What follows belongs to an exercise in optimizing a design on an open flow for small area, a short achievable clock period and few clock cycles; a production flow would make more cautious choices. The RTL was checked by simulation tests, not by an equivalence proof against the original design. Power is estimated from default activity; no workload was simulated.

## sw_aligner
module sw_aligner (
    input  logic        clk,
    input  logic        rst,
    input  logic        job_req,
    input  logic [31:0] query,
    output logic        job_ack,
    input  logic        sym_req,
    input  logic [1:0]  sym_base,
    input  logic        sym_last,
    output logic        sym_ack,
    output logic        res_req,
    output logic [13:0] res_score,
    output logic [5:0]  res_row,
    output logic [10:0] res_col,
    output logic [10:0] res_end_step,
    output logic        res_xdrop_hit,
    input  logic        res_ack
);
    logic [13:0] score;
    logic [3:0] row;
    logic [6:0] col;
    logic [6:0] end_step;
    sw_align_top #(
        .P_NUM_PE (16),
        .P_XDROP  (40)
    ) u_sw_align_top (
        .i_clk       (clk),
        .i_rst       (rst),
        .i_job_req   (job_req),
        .i_query     (query),
        .o_job_ack   (job_ack),
        .i_sym_req   (sym_req),
        .i_sym_base  (sym_base),
        .i_sym_last  (sym_last),
        .o_sym_ack   (sym_ack),
        .o_res_req   (res_req),
        .i_res_ack   (res_ack),
        .o_score     (score),
        .o_row       (row),
        .o_col       (col),
        .o_end_step  (end_step),
        .o_xdrop_hit (res_xdrop_hit)
    );
    assign res_score    = score;
    assign res_row      = {2'b00, row};
    assign res_col      = {4'b0000, col};
    assign res_end_step = {4'b0000, end_step};
endmodule
export LEC_CHECK = 0
export ABC_AREA = 1
export CAP_MARGIN = 20
export CORE_MARGIN = 2
export CORE_UTILIZATION = 60
export CTS_BUF_LIST = sky130_fd_sc_hd__clkbuf_16
export CTS_CLUSTER_DIAMETER = 100
export CTS_CLUSTER_SIZE = 30
export SLEW_MARGIN = 20
export TNS_END_PERCENT = 5
create_clock -name core_clock -period 13.0 [get_ports {clk}]
standard.sh (not shown) runs the stock make flow with config.mk's settings and CLKGATE_MAP_FILE= SYNTH_SCRIPT=/design/flow/synth_recipe.tcl, a recipe that flattens the netlist after the stock synthesis.
==> flow/flow/run.sh <==
#!/bin/bash
# The standard layout (the standard.sh: ORFS with the standard synthesis)
# with two changes to how the layout is made:
#  - ports get a plain buffer (buf_2) instead of the slow delay cell that
#    buffer_ports picks by default; every port still gets its own buffer
#  - timing repair aims for more slack than the clock period needs, so the
#    repair steps work on the design's worst paths
# Each tool's output goes to ORFS's own logs under orfs/logs; make's output
# goes to flow_make.log here.
set -euo pipefail
export BUFFER_PORTS_ARGS="-buffer_cell sky130_fd_sc_hd__buf_2"
export SETUP_SLACK_MARGIN="${SETUP_SLACK_MARGIN_OVERRIDE:-9.2}"
bash standard.sh > flow_make.log 2>&1
The first run ran to the end with no violations.
Testbench counts at the start, summed over its fixed seeds: cycles 39,646.
Next try:
--- a/flow/flow/run.sh
+++ b/flow/flow/run.sh
@@ -12 +12 @@
-export SETUP_SLACK_MARGIN="${SETUP_SLACK_MARGIN_OVERRIDE:-9.2}"
+export SETUP_SLACK_MARGIN="${SETUP_SLACK_MARGIN_OVERRIDE:-9.4}"
Settings changed: CTS_CLUSTER_DIAMETER 100 to 80, CTS_CLUSTER_SIZE 30 to 25.
Sequential power stays flat.
Total power is higher by 2.4%.
Wire length is about the same.
Global-route usage is lower by 0.19 points.


Starting RTL as in the previous note.
export LEC_CHECK = 0
export ABC_AREA = 1
export CAP_MARGIN = 20
export CORE_MARGIN = 2
export CORE_UTILIZATION = 70
export CTS_BUF_LIST = sky130_fd_sc_hd__clkbuf_16
export CTS_CLUSTER_DIAMETER = 100
export CTS_CLUSTER_SIZE = 30
export PLACE_DENSITY = 0.75
export SLEW_MARGIN = 20
export TNS_END_PERCENT = 5
create_clock -name core_clock -period 13.0 [get_ports {clk}]
==> flow/flow/run.sh <==
#!/bin/bash
# The standard layout (the standard.sh: ORFS with the standard synthesis)
# with two changes to how the layout is made:
#  - ports get a plain buffer (buf_2) instead of the slow delay cell that
#    buffer_ports picks by default; every port still gets its own buffer
#  - timing repair aims for more slack than the clock period needs, so the
#    repair steps work on the design's worst paths
# Each tool's output goes to ORFS's own logs under orfs/logs; make's output
# goes to flow_make.log here.
set -euo pipefail
export BUFFER_PORTS_ARGS="-buffer_cell sky130_fd_sc_hd__buf_2"
export SETUP_SLACK_MARGIN="${SETUP_SLACK_MARGIN_OVERRIDE:-9.2}"
bash standard.sh > flow_make.log 2>&1
Testbench counts at the start, summed over its fixed seeds: cycles 39,646.
Then changed:
--- a/flow/flow/run.sh
+++ b/flow/flow/run.sh
@@ -11,3 +11,3 @@
 export BUFFER_PORTS_ARGS="-buffer_cell sky130_fd_sc_hd__buf_2"
-export SETUP_SLACK_MARGIN="${SETUP_SLACK_MARGIN_OVERRIDE:-9.2}"
+export SETUP_SLACK_MARGIN="${SETUP_SLACK_MARGIN_OVERRIDE:-9.25}"
 bash standard.sh > flow_make.log 2>&1
- CORE_UTILIZATION: 70 -> 75
- PLACE_DENSITY: 0.75 -> 0.8
Result:
- The changed run completed without violations
- cell count came out lower by about 0.44%
- hold slack is worse by 0.0097 ns
- clock power fell by about 8%
- first-iteration DRC count goes up by 8.4%
- total power shrinks by about 0.8%
- final area came out lower by 0.36%
- global-route usage goes up by 3.3 points
Then changed:
--- a/flow/flow/run.sh
+++ b/flow/flow/run.sh
@@ -11,3 +11,3 @@
 export BUFFER_PORTS_ARGS="-buffer_cell sky130_fd_sc_hd__buf_2"
-export SETUP_SLACK_MARGIN="${SETUP_SLACK_MARGIN_OVERRIDE:-9.25}"
+export SETUP_SLACK_MARGIN="${SETUP_SLACK_MARGIN_OVERRIDE:-9.4}"
 bash standard.sh > flow_make.log 2>&1
- CORE_UTILIZATION: 75 -> 60
- PLACE_DENSITY: 0.8 -> not set
The new run completed with no timing, DRC or antenna violations; clock power climbs by roughly a tenth; wire length drops slightly; power climbs slightly.


sw_aligner, a different RTL version from the one above (not shown whole).
For scale: roughly 4800 cells after synthesis, about 640 flip-flops.
// sw_aligner
module sw_aligner (
    input  logic        clk,
    input  logic        rst,
    input  logic        job_req,
    input  logic [31:0] query,
    output logic        job_ack,
    input  logic        sym_req,
    input  logic [1:0]  sym_base,
    input  logic        sym_last,
    output logic        sym_ack,
    output logic        res_req,
    output logic [13:0] res_score,
    output logic [5:0]  res_row,
    output logic [10:0] res_col,
    output logic [10:0] res_end_step,
    output logic        res_xdrop_hit,
    input  logic        res_ack
);
export LEC_CHECK = 0
export CAP_MARGIN = 20
export CORE_MARGIN = 2
export CORE_UTILIZATION = 60
export SLEW_MARGIN = 20
export TNS_END_PERCENT = 5
create_clock -name core_clock -period 13.0 [get_ports {clk}]
==> flow/flow/run.sh <==
#!/bin/bash
# The standard layout (the standard.sh: ORFS with the standard synthesis)
# with two changes to how the layout is made:
#  - ports get a plain buffer (buf_2) instead of the slow delay cell that
#    buffer_ports picks by default; every port still gets its own buffer
#  - timing repair aims for more slack than the clock period needs, so the
#    repair steps work on the design's worst paths
# Each tool's output goes to ORFS's own logs under orfs/logs; make's output
# goes to flow_make.log here.
set -euo pipefail
export BUFFER_PORTS_ARGS="-buffer_cell sky130_fd_sc_hd__buf_2"
export SETUP_SLACK_MARGIN="${SETUP_SLACK_MARGIN_OVERRIDE:-9.1}"
bash standard.sh > flow_make.log 2>&1
Testbench counts at the start, summed over its fixed seeds: cycles 39,646.
Edit:
--- a/flow/flow/run.sh
+++ b/flow/flow/run.sh
@@ -11,3 +11,3 @@
 export BUFFER_PORTS_ARGS="-buffer_cell sky130_fd_sc_hd__buf_2"
-export SETUP_SLACK_MARGIN="${SETUP_SLACK_MARGIN_OVERRIDE:-9.1}"
+export SETUP_SLACK_MARGIN="${SETUP_SLACK_MARGIN_OVERRIDE:-9.4}"
 bash standard.sh > flow_make.log 2>&1
Outcome: The new run ran to the end with no violations. Final area went up slightly. Count of clock-buffer cells in the layout went down by 4. Cell count barely changes. Wire length went down slightly. Die area does not change. Worst hold slack gets worse by 0.011 ns. Non-clock buffer count went up by 15. Worst setup slack gets worse by 0.013 ns. Combinational power went up by a few percent.


v6:
Starting RTL as in the previous note.
clock: 13.0 ns
lec_check: 0
abc_area: 1
cap_margin: 20
core_margin: 2
core_utilization: 60
cts_buf_list: sky130_fd_sc_hd__clkbuf_16
cts_cluster_diameter: 80
cts_cluster_size: 25
slew_margin: 20
tns_end_percent: 5
==> flow/flow/run.sh <==
#!/bin/bash
# The standard layout (the standard.sh: ORFS with the standard synthesis)
# with two changes to how the layout is made:
#  - ports get a plain buffer (buf_2) instead of the slow delay cell that
#    buffer_ports picks by default; every port still gets its own buffer
#  - timing repair aims for more slack than the clock period needs, so the
#    repair steps work on the design's worst paths
# Each tool's output goes to ORFS's own logs under orfs/logs; make's output
# goes to flow_make.log here.
set -euo pipefail
export BUFFER_PORTS_ARGS="-buffer_cell sky130_fd_sc_hd__buf_2"
export SETUP_SLACK_MARGIN="${SETUP_SLACK_MARGIN_OVERRIDE:-9.4}"
bash standard.sh > flow_make.log 2>&1
v6: full flow OK, the timing, DRC and antenna checks passed
Testbench counts of v6, summed over its fixed seeds: cycles 39,646.
For v7, these inputs were changed with respect to v6:
- clearing CTS_CLUSTER_SIZE, which used to be 25
- clearing CTS_CLUSTER_DIAMETER, which used to be 80
- swapping 60 for 40 in CORE_UTILIZATION
- clearing CTS_BUF_LIST, which used to be sky130_fd_sc_hd__clkbuf_16
- clearing ABC_AREA, which used to be 1
==> summary.txt <==
When v7 is set beside v6, its part of the total power dissipated in combinational logic turns out to be 3.7 points larger.
v7 has completed all stages; timing, DRC and antenna checks passed.
The lower cell count of v6 and v7 is in v7.
Post-placement cell count delta for v7 relative to v6: 503 lower
Going from v6 to v7, synthesized cell count lost 16%, H-tree level count picked up an extra 1.

[re-timing with driven ports]
Ports are ideal in the flow. The routed layouts listed here were re-timed in OpenROAD.
Step 1, drivers: a clkbuf_16 drives clk and a buf_2 each remaining input, both assumed.
Step 2, shift: input delay + t, output delay - t, t = (earliest + latest rising clock arrival at the registers) / 2. This alone moves slack from input paths to output paths.
Slacks: no drivers / after step 1 / after step 2; pairs: no drivers / after step 1.
run | t, ns | setup WS [ns] | worst setup path after step 2 | worst register clock-pin slew, ns | pins driven straight from the clock port
the first run of note 1 | 0.665 | 9.212 / 9.143 / 9.010 | input to register | 0.12 / 0.12 | 1
the second run of note 1 | 0.667 | 9.142 / 9.073 / 9.033 | input to register | 0.10 / 0.10 | 1
the first run of note 2 | 0.650 | 9.230 / 9.164 / 9.020 | input to register | 0.12 / 0.12 | 1
the second run of note 2 | 0.718 | 9.169 / 9.106 / 8.798 | input to register | 0.12 / 0.12 | 1
the third run of note 2 | 0.652 | 9.157 / 9.091 / 8.973 | input to register | 0.11 / 0.11 | 1
the first run of note 3 | 0.675 | 9.100 / 9.032 / 8.855 | input to register | 0.06 / 0.06 | 1
the second run of note 3 | 0.686 | 9.087 / 9.022 / 9.146 | input to register | 0.06 / 0.06 | 1
v6 | 0.684 | 9.135 / 9.066 / 9.092 | input to register | 0.10 / 0.10 | 1
v7 | 0.711 | 9.039 / 8.968 / 9.182 | input to register | 0.07 / 0.07 | 1
After both steps every run listed still meets setup and hold. The setup slack of the second run of note 2, which loses most, moves by -0.063 ns with the drivers and by -0.371 ns with both steps.
